What follows belongs to an exercise in optimizing a design on an open flow for small area, a short achievable clock period and few clock cycles per item; a production flow would make more cautious choices.
The RTL was checked by simulation tests, not by an equivalence proof against the original design.
Power figures rest on the tool's default switching activity, not on a simulated workload.

==> flow/design.v <==
package erfsb_pkg;
    localparam int SIX_Q16 = 393216;
endpackage
module erfsb_mul (
    input  logic signed [32:0] i_a,
    input  logic signed [16:0] i_b,
    output logic signed [49:0] o_p
);
    assign o_p = 50'(i_a) * 50'(i_b);
endmodule
module erfsb_erf (
    input  logic [8:0]  i_m,
    output logic [16:0] o_e
);
    logic [16:0] w_e0;
    logic [16:0] w_e1;
    logic [16:0] w_e2;
    always_comb begin
        case (i_m[6:0])
            7'd0: w_e0 = 17'd424;
            7'd1: w_e0 = 17'd1273;
            7'd2: w_e0 = 17'd2122;
            7'd3: w_e0 = 17'd2971;
            7'd4: w_e0 = 17'd3819;
            7'd5: w_e0 = 17'd4668;
            7'd6: w_e0 = 17'd5517;
            7'd7: w_e0 = 17'd6366;
            7'd8: w_e0 = 17'd7215;
            7'd9: w_e0 = 17'd8064;
            7'd10: w_e0 = 17'd8913;
            7'd11: w_e0 = 17'd9761;
            7'd12: w_e0 = 17'd10610;
            7'd13: w_e0 = 17'd11459;
            7'd14: w_e0 = 17'd12308;
            7'd15: w_e0 = 17'd13157;
            7'd16: w_e0 = 17'd14006;
            7'd17: w_e0 = 17'd14855;
            7'd18: w_e0 = 17'd15703;
            7'd19: w_e0 = 17'd16552;
            7'd20: w_e0 = 17'd17401;
            7'd21: w_e0 = 17'd18234;
            7'd22: w_e0 = 17'd18984;
            7'd23: w_e0 = 17'd19734;
            7'd24: w_e0 = 17'd20484;
            7'd25: w_e0 = 17'd21234;
            7'd26: w_e0 = 17'd21984;
            7'd27: w_e0 = 17'd22734;
            7'd28: w_e0 = 17'd23484;
            7'd29: w_e0 = 17'd24234;
            7'd30: w_e0 = 17'd24984;
            7'd31: w_e0 = 17'd25734;
            7'd32: w_e0 = 17'd26485;
            7'd33: w_e0 = 17'd27235;
            7'd34: w_e0 = 17'd27985;
            7'd35: w_e0 = 17'd28735;
            7'd36: w_e0 = 17'd29485;
            7'd37: w_e0 = 17'd30235;
            7'd38: w_e0 = 17'd30985;
            7'd39: w_e0 = 17'd31735;
            7'd40: w_e0 = 17'd32485;
            7'd41: w_e0 = 17'd33235;
            7'd42: w_e0 = 17'd33985;
            7'd43: w_e0 = 17'd34599;
            7'd44: w_e0 = 17'd35184;
            7'd45: w_e0 = 17'd35770;
            7'd46: w_e0 = 17'd36356;
            7'd47: w_e0 = 17'd36941;
            7'd48: w_e0 = 17'd37527;
            7'd49: w_e0 = 17'd38113;
            7'd50: w_e0 = 17'd38699;
            7'd51: w_e0 = 17'd39284;
            7'd52: w_e0 = 17'd39870;
            7'd53: w_e0 = 17'd40456;
            7'd54: w_e0 = 17'd41041;
            7'd55: w_e0 = 17'd41627;
            7'd56: w_e0 = 17'd42213;
            7'd57: w_e0 = 17'd42798;
            7'd58: w_e0 = 17'd43384;
            7'd59: w_e0 = 17'd43970;
            7'd60: w_e0 = 17'd44556;
            7'd61: w_e0 = 17'd45141;
            7'd62: w_e0 = 17'd45727;
            7'd63: w_e0 = 17'd46313;
            7'd64: w_e0 = 17'd46808;
            7'd65: w_e0 = 17'd47212;
            7'd66: w_e0 = 17'd47616;
            7'd67: w_e0 = 17'd48020;
            7'd68: w_e0 = 17'd48424;
            7'd69: w_e0 = 17'd48828;
            7'd70: w_e0 = 17'd49232;
            7'd71: w_e0 = 17'd49636;
            7'd72: w_e0 = 17'd50040;
            7'd73: w_e0 = 17'd50445;
            7'd74: w_e0 = 17'd50849;
            7'd75: w_e0 = 17'd51253;
            7'd76: w_e0 = 17'd51657;
            7'd77: w_e0 = 17'd52061;
            7'd78: w_e0 = 17'd52465;
            7'd79: w_e0 = 17'd52869;
            7'd80: w_e0 = 17'd53273;
            7'd81: w_e0 = 17'd53677;
            7'd82: w_e0 = 17'd54082;
            7'd83: w_e0 = 17'd54486;
            7'd84: w_e0 = 17'd54890;
            7'd85: w_e0 = 17'd55268;
            7'd86: w_e0 = 17'd55514;
            7'd87: w_e0 = 17'd55760;
            7'd88: w_e0 = 17'd56007;
            7'd89: w_e0 = 17'd56253;
            7'd90: w_e0 = 17'd56499;
            7'd91: w_e0 = 17'd56746;
            7'd92: w_e0 = 17'd56992;
            7'd93: w_e0 = 17'd57239;
            7'd94: w_e0 = 17'd57485;
            7'd95: w_e0 = 17'd57731;
            7'd96: w_e0 = 17'd57978;
            7'd97: w_e0 = 17'd58224;
            7'd98: w_e0 = 17'd58470;
            7'd99: w_e0 = 17'd58717;
            7'd100: w_e0 = 17'd58963;
            7'd101: w_e0 = 17'd59210;
            7'd102: w_e0 = 17'd59456;
            7'd103: w_e0 = 17'd59702;
            7'd104: w_e0 = 17'd59949;
            7'd105: w_e0 = 17'd60195;
            7'd106: w_e0 = 17'd60441;
            7'd107: w_e0 = 17'd60593;
            7'd108: w_e0 = 17'd60726;
            7'd109: w_e0 = 17'd60859;
            7'd110: w_e0 = 17'd60991;
            7'd111: w_e0 = 17'd61124;
            7'd112: w_e0 = 17'd61257;
            7'd113: w_e0 = 17'd61390;
            7'd114: w_e0 = 17'd61522;
            7'd115: w_e0 = 17'd61655;
            7'd116: w_e0 = 17'd61788;
            7'd117: w_e0 = 17'd61921;
            7'd118: w_e0 = 17'd62053;
            7'd119: w_e0 = 17'd62186;
            7'd120: w_e0 = 17'd62319;
            7'd121: w_e0 = 17'd62452;
            7'd122: w_e0 = 17'd62584;
            7'd123: w_e0 = 17'd62717;
            7'd124: w_e0 = 17'd62850;
            7'd125: w_e0 = 17'd62983;
            7'd126: w_e0 = 17'd63115;
            7'd127: w_e0 = 17'd63248;
            default: w_e0 = 17'd65536;
        endcase
    end
    always_comb begin
        case (i_m[6:0])
            7'd0: w_e1 = 17'd63346;
            7'd1: w_e1 = 17'd63409;
            7'd2: w_e1 = 17'd63472;
            7'd3: w_e1 = 17'd63536;
            7'd4: w_e1 = 17'd63599;
            7'd5: w_e1 = 17'd63662;
            7'd6: w_e1 = 17'd63725;
            7'd7: w_e1 = 17'd63788;
            7'd8: w_e1 = 17'd63852;
            7'd9: w_e1 = 17'd63915;
            7'd10: w_e1 = 17'd63978;
            7'd11: w_e1 = 17'd64041;
            7'd12: w_e1 = 17'd64104;
            7'd13: w_e1 = 17'd64168;
            7'd14: w_e1 = 17'd64231;
            7'd15: w_e1 = 17'd64294;
            7'd16: w_e1 = 17'd64357;
            7'd17: w_e1 = 17'd64420;
            7'd18: w_e1 = 17'd64483;
            7'd19: w_e1 = 17'd64547;
            7'd20: w_e1 = 17'd64610;
            7'd21: w_e1 = 17'd64667;
            7'd22: w_e1 = 17'd64693;
            7'd23: w_e1 = 17'd64720;
            7'd24: w_e1 = 17'd64747;
            7'd25: w_e1 = 17'd64773;
            7'd26: w_e1 = 17'd64800;
            7'd27: w_e1 = 17'd64826;
            7'd28: w_e1 = 17'd64853;
            7'd29: w_e1 = 17'd64879;
            7'd30: w_e1 = 17'd64906;
            7'd31: w_e1 = 17'd64932;
            7'd32: w_e1 = 17'd64959;
            7'd33: w_e1 = 17'd64985;
            7'd34: w_e1 = 17'd65012;
            7'd35: w_e1 = 17'd65038;
            7'd36: w_e1 = 17'd65065;
            7'd37: w_e1 = 17'd65091;
            7'd38: w_e1 = 17'd65118;
            7'd39: w_e1 = 17'd65144;
            7'd40: w_e1 = 17'd65171;
            7'd41: w_e1 = 17'd65198;
            7'd42: w_e1 = 17'd65224;
            7'd43: w_e1 = 17'd65237;
            7'd44: w_e1 = 17'd65247;
            7'd45: w_e1 = 17'd65257;
            7'd46: w_e1 = 17'd65266;
            7'd47: w_e1 = 17'd65276;
            7'd48: w_e1 = 17'd65286;
            7'd49: w_e1 = 17'd65296;
            7'd50: w_e1 = 17'd65306;
            7'd51: w_e1 = 17'd65316;
            7'd52: w_e1 = 17'd65326;
            7'd53: w_e1 = 17'd65336;
            7'd54: w_e1 = 17'd65346;
            7'd55: w_e1 = 17'd65355;
            7'd56: w_e1 = 17'd65365;
            7'd57: w_e1 = 17'd65375;
            7'd58: w_e1 = 17'd65385;
            7'd59: w_e1 = 17'd65395;
            7'd60: w_e1 = 17'd65405;
            7'd61: w_e1 = 17'd65415;
            7'd62: w_e1 = 17'd65425;
            7'd63: w_e1 = 17'd65435;
            7'd64: w_e1 = 17'd65441;
            7'd65: w_e1 = 17'd65444;
            7'd66: w_e1 = 17'd65448;
            7'd67: w_e1 = 17'd65451;
            7'd68: w_e1 = 17'd65454;
            7'd69: w_e1 = 17'd65457;
            7'd70: w_e1 = 17'd65461;
            7'd71: w_e1 = 17'd65464;
            7'd72: w_e1 = 17'd65467;
            7'd73: w_e1 = 17'd65470;
            7'd74: w_e1 = 17'd65473;
            7'd75: w_e1 = 17'd65477;
            7'd76: w_e1 = 17'd65480;
            7'd77: w_e1 = 17'd65483;
            7'd78: w_e1 = 17'd65486;
            7'd79: w_e1 = 17'd65490;
            7'd80: w_e1 = 17'd65493;
            7'd81: w_e1 = 17'd65496;
            7'd82: w_e1 = 17'd65499;
            7'd83: w_e1 = 17'd65503;
            7'd84: w_e1 = 17'd65506;
            7'd85: w_e1 = 17'd65509;
            7'd86: w_e1 = 17'd65510;
            7'd87: w_e1 = 17'd65511;
            7'd88: w_e1 = 17'd65511;
            7'd89: w_e1 = 17'd65512;
            7'd90: w_e1 = 17'd65513;
            7'd91: w_e1 = 17'd65514;
            7'd92: w_e1 = 17'd65515;
            7'd93: w_e1 = 17'd65516;
            7'd94: w_e1 = 17'd65517;
            7'd95: w_e1 = 17'd65518;
            7'd96: w_e1 = 17'd65519;
            7'd97: w_e1 = 17'd65520;
            7'd98: w_e1 = 17'd65521;
            7'd99: w_e1 = 17'd65522;
            7'd100: w_e1 = 17'd65523;
            7'd101: w_e1 = 17'd65524;
            7'd102: w_e1 = 17'd65525;
            7'd103: w_e1 = 17'd65526;
            7'd104: w_e1 = 17'd65526;
            7'd105: w_e1 = 17'd65527;
            7'd106: w_e1 = 17'd65528;
            7'd107: w_e1 = 17'd65529;
            7'd108: w_e1 = 17'd65529;
            7'd109: w_e1 = 17'd65529;
            7'd110: w_e1 = 17'd65530;
            7'd111: w_e1 = 17'd65530;
            7'd112: w_e1 = 17'd65530;
            7'd113: w_e1 = 17'd65530;
            7'd114: w_e1 = 17'd65531;
            7'd115: w_e1 = 17'd65531;
            7'd116: w_e1 = 17'd65531;
            7'd117: w_e1 = 17'd65532;
            7'd118: w_e1 = 17'd65532;
            7'd119: w_e1 = 17'd65532;
            7'd120: w_e1 = 17'd65532;
            7'd121: w_e1 = 17'd65533;
            7'd122: w_e1 = 17'd65533;
            7'd123: w_e1 = 17'd65533;
            7'd124: w_e1 = 17'd65534;
            7'd125: w_e1 = 17'd65534;
            7'd126: w_e1 = 17'd65534;
            7'd127: w_e1 = 17'd65534;
            default: w_e1 = 17'd65536;
        endcase
    end
    always_comb begin
        case (i_m[6:0])
            7'd0: w_e2 = 17'd65535;
            7'd1: w_e2 = 17'd65535;
            7'd2: w_e2 = 17'd65535;
            7'd3: w_e2 = 17'd65535;
            7'd4: w_e2 = 17'd65535;
            7'd5: w_e2 = 17'd65535;
            7'd6: w_e2 = 17'd65535;
            7'd7: w_e2 = 17'd65535;
            7'd8: w_e2 = 17'd65535;
            7'd9: w_e2 = 17'd65535;
            7'd10: w_e2 = 17'd65535;
            7'd11: w_e2 = 17'd65535;
            7'd12: w_e2 = 17'd65535;
            7'd13: w_e2 = 17'd65535;
            7'd14: w_e2 = 17'd65535;
            7'd15: w_e2 = 17'd65535;
            7'd16: w_e2 = 17'd65535;
            7'd17: w_e2 = 17'd65535;
            7'd18: w_e2 = 17'd65535;
            7'd19: w_e2 = 17'd65535;
            7'd20: w_e2 = 17'd65535;
            7'd21: w_e2 = 17'd65536;
            7'd22: w_e2 = 17'd65536;
            7'd23: w_e2 = 17'd65536;
            7'd24: w_e2 = 17'd65536;
            7'd25: w_e2 = 17'd65536;
            7'd26: w_e2 = 17'd65536;
            7'd27: w_e2 = 17'd65536;
            7'd28: w_e2 = 17'd65536;
            7'd29: w_e2 = 17'd65536;
            7'd30: w_e2 = 17'd65536;
            7'd31: w_e2 = 17'd65536;
            7'd32: w_e2 = 17'd65536;
            7'd33: w_e2 = 17'd65536;
            7'd34: w_e2 = 17'd65536;
            7'd35: w_e2 = 17'd65536;
            7'd36: w_e2 = 17'd65536;
            7'd37: w_e2 = 17'd65536;
            7'd38: w_e2 = 17'd65536;
            7'd39: w_e2 = 17'd65536;
            7'd40: w_e2 = 17'd65536;
            7'd41: w_e2 = 17'd65536;
            7'd42: w_e2 = 17'd65536;
            7'd43: w_e2 = 17'd65536;
            7'd44: w_e2 = 17'd65536;
            7'd45: w_e2 = 17'd65536;
            7'd46: w_e2 = 17'd65536;
            7'd47: w_e2 = 17'd65536;
            7'd48: w_e2 = 17'd65536;
            7'd49: w_e2 = 17'd65536;
            7'd50: w_e2 = 17'd65536;
            7'd51: w_e2 = 17'd65536;
            7'd52: w_e2 = 17'd65536;
            7'd53: w_e2 = 17'd65536;
            7'd54: w_e2 = 17'd65536;
            7'd55: w_e2 = 17'd65536;
            7'd56: w_e2 = 17'd65536;
            7'd57: w_e2 = 17'd65536;
            7'd58: w_e2 = 17'd65536;
            7'd59: w_e2 = 17'd65536;
            7'd60: w_e2 = 17'd65536;
            7'd61: w_e2 = 17'd65536;
            7'd62: w_e2 = 17'd65536;
            7'd63: w_e2 = 17'd65536;
            7'd64: w_e2 = 17'd65536;
            7'd65: w_e2 = 17'd65536;
            7'd66: w_e2 = 17'd65536;
            7'd67: w_e2 = 17'd65536;
            7'd68: w_e2 = 17'd65536;
            7'd69: w_e2 = 17'd65536;
            7'd70: w_e2 = 17'd65536;
            7'd71: w_e2 = 17'd65536;
            7'd72: w_e2 = 17'd65536;
            7'd73: w_e2 = 17'd65536;
            7'd74: w_e2 = 17'd65536;
            7'd75: w_e2 = 17'd65536;
            7'd76: w_e2 = 17'd65536;
            7'd77: w_e2 = 17'd65536;
            7'd78: w_e2 = 17'd65536;
            7'd79: w_e2 = 17'd65536;
            7'd80: w_e2 = 17'd65536;
            7'd81: w_e2 = 17'd65536;
            7'd82: w_e2 = 17'd65536;
            7'd83: w_e2 = 17'd65536;
            7'd84: w_e2 = 17'd65536;
            7'd85: w_e2 = 17'd65536;
            7'd86: w_e2 = 17'd65536;
            7'd87: w_e2 = 17'd65536;
            7'd88: w_e2 = 17'd65536;
            7'd89: w_e2 = 17'd65536;
            7'd90: w_e2 = 17'd65536;
            7'd91: w_e2 = 17'd65536;
            7'd92: w_e2 = 17'd65536;
            7'd93: w_e2 = 17'd65536;
            7'd94: w_e2 = 17'd65536;
            7'd95: w_e2 = 17'd65536;
            7'd96: w_e2 = 17'd65536;
            7'd97: w_e2 = 17'd65536;
            7'd98: w_e2 = 17'd65536;
            7'd99: w_e2 = 17'd65536;
            7'd100: w_e2 = 17'd65536;
            7'd101: w_e2 = 17'd65536;
            7'd102: w_e2 = 17'd65536;
            7'd103: w_e2 = 17'd65536;
            7'd104: w_e2 = 17'd65536;
            7'd105: w_e2 = 17'd65536;
            7'd106: w_e2 = 17'd65536;
            7'd107: w_e2 = 17'd65536;
            7'd108: w_e2 = 17'd65536;
            7'd109: w_e2 = 17'd65536;
            7'd110: w_e2 = 17'd65536;
            7'd111: w_e2 = 17'd65536;
            7'd112: w_e2 = 17'd65536;
            7'd113: w_e2 = 17'd65536;
            7'd114: w_e2 = 17'd65536;
            7'd115: w_e2 = 17'd65536;
            7'd116: w_e2 = 17'd65536;
            7'd117: w_e2 = 17'd65536;
            7'd118: w_e2 = 17'd65536;
            7'd119: w_e2 = 17'd65536;
            7'd120: w_e2 = 17'd65536;
            7'd121: w_e2 = 17'd65536;
            7'd122: w_e2 = 17'd65536;
            7'd123: w_e2 = 17'd65536;
            7'd124: w_e2 = 17'd65536;
            7'd125: w_e2 = 17'd65536;
            7'd126: w_e2 = 17'd65536;
            7'd127: w_e2 = 17'd65536;
            default: w_e2 = 17'd65536;
        endcase
    end
    assign o_e = (i_m[8:7] == 2'd0) ? w_e0 : (i_m[8:7] == 2'd1) ? w_e1 : (i_m[8:7] == 2'd2) ? w_e2 : 17'd65536;
endmodule
import erfsb_pkg::*;
module erf_smoothed_box_profile (
    input  logic               i_clk,
    input  logic               i_rst_n,
    input  logic               i_valid,
    output logic               o_stall,
    input  logic               i_mode,
    input  logic [4:0]         i_param_index,
    input  logic signed [31:0] i_param_value,
    input  logic [11:0]        i_point_index,
    output logic               o_valid,
    input  logic               i_stall,
    output logic [11:0]        o_point_out,
    output logic signed [47:0] o_density,
    input  logic               i_cfg_we,
    input  logic [2:0]         i_cfg_idx,
    input  logic [31:0]        i_cfg_data
);
    localparam logic [3:0] EN_IDLE = 4'd0;
    localparam logic [3:0] EN_PREP = 4'd1;
    localparam logic [3:0] EN_BOX  = 4'd2;
    localparam logic [3:0] EN_J    = 4'd3;
    localparam logic [3:0] EN_E    = 4'd4;
    localparam logic [3:0] EN_P1   = 4'd5;
    localparam logic [3:0] EN_P2   = 4'd6;
    localparam logic [3:0] EN_ACC  = 4'd7;
    localparam logic [3:0] EN_FIN  = 4'd8;
    logic signed [31:0] r_scale;
    logic [15:0]        r_inv;
    logic [4:0]         r_bcnt;
    logic [15:0]        r_psp;
    logic [23:0]        r_loff;
    logic [23:0]        r_bsp;
    logic signed [31:0] r_param [17];
    logic signed [47:0] r_step  [16];
    logic signed [47:0] r_super;
    logic               r_b0v, r_b1v;
    logic               r_b0m, r_b1m;
    logic [4:0]         r_b0i, r_b1i;
    logic signed [31:0] r_b0d, r_b1d;
    logic [11:0]        r_b0x, r_b1x;
    logic               r_stall;
    logic               r_l1v, r_l2v, r_l3v;
    logic [4:0]         r_l1i, r_l2i, r_l3i;
    logic signed [32:0] r_la;
    logic [15:0]        r_lsh;
    logic signed [49:0] r_plo;
    logic signed [49:0] r_phi;
    logic               r_dbusy;
    logic [3:0]         r_dcnt;
    logic [18:0]        r_dnum;
    logic [16:0]        r_drem;
    logic [18:0]        r_dq;
    logic [18:0]        r_h;
    logic               r_hnz;
    logic               r_dirty;
    logic signed [47:0] r_rsat;
    logic signed [31:0] r_ths;
    logic signed [31:0] r_thz;
    logic               r_e1v, r_e2v;
    logic [11:0]        r_e1x, r_e2x;
    logic [27:0]        r_e2p;
    logic [3:0]         r_en;
    logic [4:0]         r_k;
    logic signed [55:0] r_acc;
    logic signed [31:0] r_d;
    logic signed [31:0] r_thr;
    logic [19:0]        r_t;
    logic [8:0]         r_m;
    logic               r_pos;
    logic [15:0]        r_e16;
    logic               r_neg;
    logic signed [47:0] r_sk;
    logic signed [49:0] r_p1;
    logic signed [49:0] r_p2;
    logic               r_ov;
    logic [11:0]        r_opt;
    logic signed [47:0] r_dens;
    logic [4:0]         w_n;
    logic               w_inv0;
    logic               w_out_rdy;
    logic               w_acc_item;
    logic               w_ld_idle;
    assign w_n       = (r_bcnt > 5'd16) ? 5'd16 : r_bcnt;
    assign w_inv0    = (r_inv == 16'd0);
    assign w_out_rdy = !r_ov || !i_stall;
    assign w_acc_item = i_valid && !r_stall;
    assign w_ld_idle = !r_l1v && !r_l2v && !r_l3v;
    function automatic logic signed [47:0] f_clamp2(input logic signed [55:0] a);
        logic signed [56:0] v;
        v = {a, 1'b0};
        if (v[56:47] == {10{v[56]}}) f_clamp2 = v[47:0];
        else if (v[56])              f_clamp2 = {1'b1, {47{1'b0}}};
        else                         f_clamp2 = {1'b0, {47{1'b1}}};
    endfunction
    logic signed [47:0] w_stepk;
    assign w_stepk = r_step[r_k[3:0]];
    logic w_fs, w_fz, w_fast;
    logic w_e2_go, w_e2_free, w_e1_go, w_e1_free;
    logic w_disp_ev, w_disp_ld, w_pop;
    logic w_ev_ok;
    logic w_slow_start;
    logic w_fin_go;
    assign w_fs   = (w_n != 5'd0) && !w_inv0 && ($signed({1'b0, r_e2p}) > 33'(r_ths));
    assign w_fz   = (w_n == 5'd0) || (!w_inv0 && ($signed({1'b0, r_e2p}) <= 33'(r_thz)));
    assign w_fast = w_fs || w_fz;
    assign w_fin_go   = (r_en == EN_FIN) && w_out_rdy;
    assign w_e2_go    = r_e2v && ((w_fast && w_out_rdy) || w_fin_go);
    assign w_e2_free  = !r_e2v || w_e2_go;
    assign w_e1_go    = r_e1v && w_e2_free;
    assign w_e1_free  = !r_e1v || w_e1_go;
    assign w_slow_start = r_e2v && !w_fast && (r_en == EN_IDLE);
    assign w_ev_ok   = !r_dirty && !r_dbusy && w_ld_idle && (r_en == EN_IDLE || r_en >= EN_BOX);
    assign w_disp_ev = r_b0v && r_b0m && w_ev_ok && w_e1_free;
    assign w_disp_ld = r_b0v && !r_b0m && !r_l1v && !r_e1v && !r_e2v &&
                       (r_en == EN_IDLE || r_en == EN_PREP);
    assign w_pop     = w_disp_ev || w_disp_ld;
    logic signed [32:0] w_ma;
    logic signed [16:0] w_mb;
    logic signed [49:0] w_mp;
    always_comb begin
        if (r_l1v) begin
            w_ma = r_la;
            w_mb = {1'b0, r_scale[15:0]};
        end else if (r_l2v) begin
            w_ma = r_la;
            w_mb = {r_lsh[15], r_lsh};
        end else if (r_en == EN_BOX) begin
            w_ma = 33'(r_d);
            w_mb = {1'b0, r_inv};
        end else if (r_en == EN_P1) begin
            w_ma = {9'd0, r_sk[23:0]};
            w_mb = {1'b0, r_e16};
        end else if (r_en == EN_P2) begin
            w_ma = 33'($signed(r_sk[47:24]));
            w_mb = {1'b0, r_e16};
        end else begin
            w_ma = {17'd0, r_psp};
            w_mb = {5'd0, r_e1x};
        end
    end
    erfsb_mul u_mul (
        .i_a (w_ma),
        .i_b (w_mb),
        .o_p (w_mp)
    );
    logic [16:0] w_e;
    erfsb_erf u_erf (
        .i_m (r_m),
        .o_e (w_e)
    );
    logic [19:0] w_y;
    logic [11:0] w_u;
    logic [27:0] w_u3;
    logic [10:0] w_jr;
    logic [9:0]  w_j;
    assign w_y  = r_t + 20'(SIX_Q16);
    assign w_u  = w_y[19:8];
    assign w_u3 = 28'(w_u) * 28'd43691;
    assign w_jr = w_u3[27:17];
    assign w_j  = (w_jr >= 11'd1024) ? 10'd1023 : w_jr[9:0];
    logic w_sat, w_nz;
    logic signed [32:0] w_hs, w_ls;
    assign w_hs  = $signed({14'd0, r_h});
    assign w_ls  = -$signed({14'd0, r_h}) - $signed({32'd0, r_hnz});
    assign w_sat = !w_inv0 && (33'(r_d) > w_hs);
    assign w_nz  = w_inv0 || (33'(r_d) > w_ls);
    logic signed [55:0] w_tsum;
    logic signed [55:0] w_term;
    assign w_tsum = (56'(r_p2) <<< 8) + 56'(r_p1[49:16]) + 56'(r_neg && (r_p1[15:0] != 16'd0));
    assign w_term = r_neg ? -w_tsum : w_tsum;
    logic w_last;
    assign w_last = ((r_k + 5'd1) >= w_n);
    logic w_cfg_any;
    assign w_cfg_any = i_cfg_we && (i_cfg_idx <= 3'd5);
    always_ff @(posedge i_clk) begin
        if (!i_rst_n) begin
            r_scale <= 32'sd65536;
            r_inv   <= 16'd256;
            r_bcnt  <= 5'd1;
            r_psp   <= 16'd85;
            r_loff  <= '0;
            r_bsp   <= 24'd256;
            r_super <= '0;
            r_b0v   <= 1'b0;
            r_b1v   <= 1'b0;
            r_stall <= 1'b0;
            r_l1v   <= 1'b0;
            r_l2v   <= 1'b0;
            r_l3v   <= 1'b0;
            r_dbusy <= 1'b0;
            r_h     <= 19'd1536;
            r_hnz   <= 1'b0;
            r_dirty <= 1'b1;
            r_e1v   <= 1'b0;
            r_e2v   <= 1'b0;
            r_en    <= EN_IDLE;
            r_ov    <= 1'b0;
        end else begin
            if (i_cfg_we) begin
                case (i_cfg_idx)
                    3'd0: r_scale <= i_cfg_data;
                    3'd1: r_inv   <= i_cfg_data[15:0];
                    3'd2: r_bcnt  <= i_cfg_data[4:0];
                    3'd3: r_psp   <= i_cfg_data[15:0];
                    3'd4: r_loff  <= i_cfg_data[23:0];
                    3'd5: r_bsp   <= i_cfg_data[23:0];
                    default: ;
                endcase
            end
            begin
                logic nb0v, nb1v;
                nb0v = r_b0v;
                nb1v = r_b1v;
                if (w_pop) begin
                    nb0v = r_b1v;
                    nb1v = 1'b0;
                end
                if (w_acc_item) begin
                    if (!nb0v) nb0v = 1'b1;
                    else       nb1v = 1'b1;
                end
                r_b0v <= nb0v;
                r_b1v <= nb1v;
                r_stall <= nb1v ||
                           (nb0v && !(w_pop ? (r_b1v ? r_b1m : i_mode) : (r_b0v ? r_b0m : i_mode)));
            end
            r_l1v <= w_disp_ld && (r_b0i <= 5'd16);
            r_l2v <= r_l1v;
            r_l3v <= r_l2v;
            if (r_l3v) begin
                if (r_l3i == 5'd0) r_super <= 48'(r_phi + (r_plo >>> 16));
            end
            if (i_cfg_we && i_cfg_idx == 3'd1) begin
                r_dbusy <= 1'b1;
                r_dcnt  <= 4'd0;
            end else if (r_dbusy) begin
                if (r_dcnt == 4'd10) begin
                    r_dbusy <= 1'b0;
                    r_h     <= r_dq;
                    r_hnz   <= (r_drem != 17'd0);
                end
                r_dcnt <= r_dcnt + 4'd1;
            end
            if (w_disp_ld || w_cfg_any) r_dirty <= 1'b1;
            else if (r_en == EN_PREP && r_k >= w_n && !r_dbusy) r_dirty <= 1'b0;
            if (w_e1_go)       r_e2v <= 1'b1;
            else if (w_e2_go)  r_e2v <= 1'b0;
            if (w_disp_ev)     r_e1v <= 1'b1;
            else if (w_e1_go)  r_e1v <= 1'b0;
            case (r_en)
                EN_IDLE: begin
                    if (w_slow_start) r_en <= EN_BOX;
                    else if (r_dirty && !r_dbusy && w_ld_idle && !r_e1v && !r_e2v &&
                             !w_disp_ld && !w_cfg_any)
                        r_en <= EN_PREP;
                end
                EN_PREP: begin
                    if (w_disp_ld || w_cfg_any) r_en <= EN_IDLE;
                    else if (r_k >= w_n) r_en <= EN_IDLE;
                end
                EN_BOX: begin
                    if (w_sat) r_en <= w_last ? EN_FIN : EN_BOX;
                    else if (w_nz) r_en <= EN_J;
                    else r_en <= EN_FIN;
                end
                EN_J: r_en <= EN_E;
                EN_E: begin
                    if (r_pos && w_e[16]) r_en <= w_last ? EN_FIN : EN_BOX;
                    else if (!r_pos && w_e[16]) r_en <= w_last ? EN_FIN : EN_BOX;
                    else r_en <= EN_P1;
                end
                EN_P1: r_en <= EN_P2;
                EN_P2: r_en <= EN_ACC;
                EN_ACC: r_en <= w_last ? EN_FIN : EN_BOX;
                EN_FIN: if (w_out_rdy) r_en <= EN_IDLE;
                default: r_en <= EN_IDLE;
            endcase
            if (w_e2_go) r_ov <= 1'b1;
            else if (!i_stall) r_ov <= 1'b0;
        end
    end
    always_ff @(posedge i_clk) begin
        if (w_pop) begin
            r_b0m <= r_b1v ? r_b1m : i_mode;
            r_b0i <= r_b1v ? r_b1i : i_param_index;
            r_b0d <= r_b1v ? r_b1d : i_param_value;
            r_b0x <= r_b1v ? r_b1x : i_point_index;
        end else if (!r_b0v) begin
            r_b0m <= i_mode;
            r_b0i <= i_param_index;
            r_b0d <= i_param_value;
            r_b0x <= i_point_index;
        end
        if (!r_b1v) begin
            r_b1m <= i_mode;
            r_b1i <= i_param_index;
            r_b1d <= i_param_value;
            r_b1x <= i_point_index;
        end
        if (w_disp_ld) begin
            r_l1i <= r_b0i;
            r_lsh <= r_scale[31:16];
            if (r_b0i == 5'd0) r_la <= 33'(r_b0d);
            else               r_la <= 33'(r_b0d) - 33'(r_param[r_b0i - 5'd1]);
            if (r_b0i <= 5'd16) r_param[r_b0i] <= r_b0d;
        end
        if (r_l1v) begin
            r_plo <= w_mp;
            r_l2i <= r_l1i;
        end
        if (r_l2v) begin
            r_phi <= w_mp;
            r_l3i <= r_l2i;
        end
        if (r_l3v && r_l3i != 5'd0) begin
            r_step[r_l3i[3:0] - 4'd1] <= 48'((r_phi + (r_plo >>> 16)) >>> 1);
        end
        if (i_cfg_we && i_cfg_idx == 3'd1) begin
            r_dnum <= 19'(SIX_Q16);
            r_drem <= '0;
            r_dq   <= '0;
        end else if (r_dbusy && r_dcnt != 4'd10) begin
            logic [17:0] a1, a2;
            logic [16:0] m1, m2;
            logic        q1, q2;
            a1 = {r_drem, r_dnum[18]};
            q1 = (a1 >= {2'd0, r_inv});
            m1 = q1 ? 17'(a1 - {2'd0, r_inv}) : a1[16:0];
            a2 = {m1, r_dnum[17]};
            q2 = (a2 >= {2'd0, r_inv});
            m2 = q2 ? 17'(a2 - {2'd0, r_inv}) : a2[16:0];
            if (r_dcnt == 4'd9) begin
                r_drem <= m1;
                r_dq   <= {r_dq[17:0], q1};
            end else begin
                r_drem <= m2;
                r_dq   <= {r_dq[16:0], q1, q2};
            end
            r_dnum <= {r_dnum[16:0], 2'b00};
        end
        if (w_disp_ev) r_e1x <= r_b0x;
        if (w_e1_go) begin
            r_e2x <= r_e1x;
            r_e2p <= w_mp[27:0];
        end
        case (r_en)
            EN_IDLE: begin
                r_k   <= '0;
                r_acc <= 56'(r_super);
                r_thr <= 32'(r_h) + 32'(r_loff);
                r_d   <= 32'(r_e2p) - 32'(r_loff);
            end
            EN_PREP: begin
                if (r_k < w_n) begin
                    r_acc <= r_acc + 56'($signed({w_stepk, 1'b0}));
                    if (r_k != 5'd0) r_thr <= r_thr + 32'(r_bsp);
                    r_k <= r_k + 5'd1;
                end else begin
                    r_rsat <= f_clamp2(r_acc);
                    r_ths  <= r_thr;
                    r_thz  <= 32'(r_loff) - 32'(r_h) - 32'(r_hnz);
                end
            end
            EN_BOX: begin
                r_t  <= w_mp[19:0];
                r_sk <= w_stepk;
                if (w_sat) begin
                    r_acc <= r_acc + 56'($signed({w_stepk, 1'b0}));
                    r_d   <= r_d - 32'(r_bsp);
                    r_k   <= r_k + 5'd1;
                end
            end
            EN_J: begin
                r_pos <= w_j[9];
                r_m   <= w_j[9] ? w_j[8:0] : ~w_j[8:0];
            end
            EN_E: begin
                r_e16 <= w_e[15:0];
                r_neg <= !r_pos;
                if (w_e[16]) begin
                    if (r_pos) r_acc <= r_acc + 56'($signed({r_sk, 1'b0}));
                    r_d <= r_d - 32'(r_bsp);
                    r_k <= r_k + 5'd1;
                end else begin
                    r_acc <= r_acc + 56'(r_sk);
                end
            end
            EN_P1: r_p1 <= w_mp;
            EN_P2: r_p2 <= w_mp;
            EN_ACC: begin
                r_acc <= r_acc + w_term;
                r_d   <= r_d - 32'(r_bsp);
                r_k   <= r_k + 5'd1;
            end
            default: ;
        endcase
        if (w_e2_go) begin
            r_opt  <= r_e2x;
            if (w_fin_go)  r_dens <= f_clamp2(r_acc);
            else if (w_fs) r_dens <= r_rsat;
            else           r_dens <= f_clamp2(56'(r_super));
        end
    end
    assign o_stall     = r_stall;
    assign o_valid     = r_ov;
    assign o_point_out = r_opt;
    assign o_density   = r_dens;
endmodule
==> flow/run.sh <==
#!/bin/bash
# synth_recipe.tcl (not shown) runs the flow's synth.tcl, then flattens the netlist and writes it again
# the make line also repeats each setting of config.mk as NAME=value (left out here)
make -C /OpenROAD-flow-scripts/flow DESIGN_CONFIG=/design/flow/config.mk WORK_HOME=/design/flow/orfs CLKGATE_MAP_FILE= SYNTH_SCRIPT=/design/flow/synth_recipe.tcl finish
==> flow/config.mk <==
export PLATFORM = sky130hd
export DESIGN_NAME = erf_smoothed_box_profile
export DESIGN_NICKNAME = erf_smoothed_box_profile
export VERILOG_FILES = /design/flow/design.v
export SDC_FILE = /design/flow/constraint.sdc
export NUM_CORES = 4
export LEC_CHECK = 0
export CAP_MARGIN = 20
export CORE_MARGIN = 2
export CORE_UTILIZATION = 40
export SLEW_MARGIN = 20
==> flow/constraint.sdc <==
create_clock -name core_clock -period 15.0 [get_ports {i_clk}]
set_input_delay 3.0000 -clock core_clock [delete_from_list [all_inputs] [get_ports {i_clk}]]
set_output_delay 3.0000 -clock core_clock [all_outputs]
set_load 0.01 [all_outputs]
==> impl_metrics.json <==
{
  "busiest_layer": "met2",
  "io_buffers": 151,
  "final_antenna_net_count": 0,
  "post-route-util": 0.450,
  "synth.top_cell.area_share": 0.425,
  "hp-start": "r_l2i[2]$_DFFE_PP_",
  "crit_top_cell": "fa_1",
  "setup_viol": 0,
  "use_met2": 0.392,
  "ys_seq_area_frac": 0.469,
  "sw_frac_of_total": 0.373,
  "grtUsageTotal": 0.247,
  "nets": 14033,
  "numCtsBuffers": 273,
  "cts.path.max_buffers": 4,
  "cts_tree": "done",
  "min_to": "r_l3i[2]$_DFFE_PP_",
  "syn_area_per_cell_sq_um": 11.7,
  "core_sq_um": 359000,
  "cpMaxStageDelayCell": "a2111oi_0",
  "p_switching_mw": 9.32,
  "die-area_sq_um": 366000,
  "seqPwrFrac": 0.347,
  "reg2reg_to": "r_plo[47]$_DFFE_PP_",
  "fillers": 32945,
  "muxShareOfSynthArea": 0.0803,
  "synthSimpleGateAreaFrac": 0.0972,
  "layout_commonest_cell": "edfxtp_1",
  "synth-main-ff-cell": "edfxtp_1",
  "relSlewSlack": 0.183,
  "start_util": 0.402,
  "cts_htree_levels": 5,
  "crit_fanout": 41,
  "synth-edff-count": 2040,
  "pin_count": 152,
  "crit_required_ns": 15.61,
  "grtUsageMet3": 0.0404,
  "layout_common_cells": "edfxtp_1 (2040), nand2_1 (1292), inv_1 (1019)",
  "syn-cell-area_sq_um": 144000,
  "synth_xor_area_frac": 0.0358,
  "synth.distinct_cells": 106,
  "multi_input_area_sq_um": 71400,
  "cts_sinks": 2362,
  "hold_viol": 0,
  "irDropWorstVdd_mv": 0.300,
  "synth_top_family_by_area": "adder cells",
  "drtIter0Drc": 10904,
  "holdPathStages": 0,
  "die_w_um": 605,
  "pwr-share-clk": 0.271,
  "reg2reg_depth": 31,
  "hold_buffers": 0,
  "cpPeakStageDelay_ns": 0.91,
  "rrSetupSlack_ns": 3.76,
  "synthAdderAreaFrac": 0.153,
  "outcome": "timing/DRC/antenna clean",
  "rows": 220,
  "arrival_ns": 11.84,
  "antenna_found_initial": 17,
  "drc": 0,
  "postCtsSetupBuffers": 0,
  "wire_per_inst_um": 26.2,
  "clk_pin_slew_ns": 0.06,
  "fin_crit_ns": 11.24,
  "worstSetupEndpointType": "flop",
  "rsz0062_at_grt": "false",
  "grt_max_degree": 87,
  "synth_compound_area_frac": 0.124,
  "wirelength_um": 459000,
  "die_h_um": 605,
  "ys_warn_count": 2,
  "fin_skew_ns": 0.0928,
  "p_per_area_nw_per_um2": 154,
  "p_int_mw": 15.6,
  "leakage_nw": 61.7,
  "clk_latency_ns": 0.94,
  "syn_inst": 12366,
  "yosys-top-cells-area": "edfxtp_1 (42%), fa_1 (8.2%), ha_1 (7.1%)",
  "drtPass1Iterations": 6,
  "comb_power_share": 0.383,
  "slew_viol_final": 0,
  "grt_pass1_vias": 97953,
  "drive_above_1_share": 0.112,
  "root_buffer": "clkbuf_16",
  "reg2reg_from": "r_en[2]$_SDFFE_PN0P_",
  "tightest_slew_ns": 1.22,
  "worstSetupPathType": "flop to flop",
  "hpwl_um": 332000,
  "min_path_type": "flop to flop",
  "grtUsageMet1": 0.341,
  "gr-total-overflow": 0,
  "cts_resized": 0,
  "num_vias": 101397,
  "layout.area.seq_sq_um": 67700,
  "gp_congestion": 0.962,
  "fmax_mhz": 89.0,
  "final.setup.tns_ns": 0,
  "synth-seq-cells": 2362,
  "grt_pass1_wl_um": 671000,
  "period_share": 0.749,
  "vias_per_cell": 5.78,
  "area_delta_synth_final_pct": 12.0,
  "synth_nets": 13866,
  "startpoint_type": "flop",
  "synthArstFlopShare": 0,
  "maxCapViolations": 0,
  "yosys.area.top_type": "edfxtp_1",
  "startpoint": "r_en[2]$_SDFFE_PN0P_"
}
==> logic make-up after synthesis <==
| logic type | Yosys count |
|---|---|
| simple gates | 3076 |
| mux | 638 |
| fa+ha+maj | 1410 |
| compound gates | 2731 |
| flops | 2362 |
| buf+inv | 1560 |
| xor+xnor | 589 |
==> synth_stat cells (51+ instances only) <==
cell type / n
a211oi_1: 87
a21boi_0: 192
a21o_1: 355
a21oi_1: 667
a221oi_1: 51
a31oi_1: 100
and2_1: 83
and3_1: 74
buf_1: 55
clkbuf_1: 467
dfxtp_1: 322
edfxtp_1: 2040
fa_1: 592
ha_1: 818
inv_1: 1023
mux2_2: 155
mux2i_1: 83
mux4_2: 400
nand2_1: 1295
nand2b_1: 118
nand3_1: 145
nand4_1: 101
nor2_1: 756
nor2b_1: 128
nor3_1: 136
nor4_1: 54
o211ai_1: 71
o21a_1: 80
o21ai_0: 588
o21bai_1: 78
o31ai_1: 58
xnor2_1: 386
xor2_1: 202
==> metrics by stage <==
| step | std cells | area, sq um | total power, mW | worst slack (ns) | hold slack, ns |
|---|---|---|---|---|---|
| 2_1_floorplan | 12366 | 144000 | 14.5 | 4.33 | 0.400 |
| 3_3_place_gp | 17027 | 153000 | 18.2 | 3.44 | 0.401 |
| 3_5_place_dp | 17030 | 153000 | 18.2 | 3.28 | 0.405 |
| 4_1_cts | 17523 | 162000 | 25.0 | 3.20 | 0.417 |
| 5_1_grt | 17526 | 162000 | 26.1 | 3.25 | 0.421 |
| 6_report | 17533 | 162000 | 25.0 | 3.76 | 0.414 |
==> power by group through the flow <==
stage	logic [mW]	registers, mW	clock network (mW)
floorplan	5.90	8.58	0
global placement	9.39	8.77	0
detailed placement	9.42	8.77	0
CTS	9.49	8.64	6.87
global route	10.3	8.67	7.12
finish	9.55	8.65	6.76
==> per-layer routing <==
metal  up-vias  share of wire
li1      45496              -
met1     51150           0.42
met2      4011           0.46
met3       738          0.075
met4         2          0.042
met5         -       0.000028
==> registers in the layout, indices dropped and copies added (netlist names), 33 cells and up, named ones only <==
signal / flops
r_param: 544
r_acc: 56
r_super: 48
r_p2: 48
r_step: 768
r_phi: 49
r_sk: 48
r_la: 33
r_dens: 48
r_rsat: 48
r_plo: 34
r_p1: 50
==> worst max-delay path by stage <==
stage	end	cells past startpoint
floorplan	r_p1[46]$_DFFE_PP_	35
global placement	r_p2[47]$_DFFE_PN_	31
detailed placement	r_phi[47]$_DFFE_PP_	31
CTS	r_p1[47]$_DFFE_PP_	31
global route	r_phi[47]$_DFFE_PP_	31
finish	r_plo[47]$_DFFE_PP_	31
==> critical path: cells and delay by family (launching register included) <==
kind,cells,cell delay (ns)
DFF,1,0.50
AOI/OAI and AO/OA,14,4.91
buffers and inverters,5,0.83
muxes,1,0.26
xor gates and xnor gates,1,0.19
adders and majority gates,7,3.40
and+or+nand+nor,3,0.81
==> cell type report <==
type | instances | share of cell area
Inverter | 1028 | 0.0239
Antenna cell | 9 | 0.000139
Clock buffer | 352 | 0.0455
Multi-Input combinational cell | 8444 | 0.442
Tap cell | 4773 | 0.0370
Timing Repair Buffer | 424 | 0.0222
Sequential cell | 2362 | 0.419
Clock inverter | 141 | 0.0102
Testbench counts, summed over its fixed seeds: cycles 1,232, points 512.

[separate check: timing with driven ports]
In the flow no input, the clock included, has a driving cell. The finished layout below was timed again as built, in two steps.
Step 1 assumes that a clkbuf_16 drives the clock port and a buf_2 every other input.
Step 2 times the ports against the registers' clock, not the clock port: input delays grow and output delays shrink by t, the midpoint of the rising clock arrivals with the driver on.
Slacks: ideal ports / drivers / drivers and shift; pairs: ideal ports / drivers.
t, ns: 0.995
setup WS [ns]: 3.764 / 3.764 / 3.764
hold slack, ns: 0.414 / 0.414 / 0.414
worst setup path at the end: register to register
After both steps setup and hold are still met in this run. For this run, drivers alone change the setup slack by 0.000 ns; drivers and shift together by 0.000 ns.
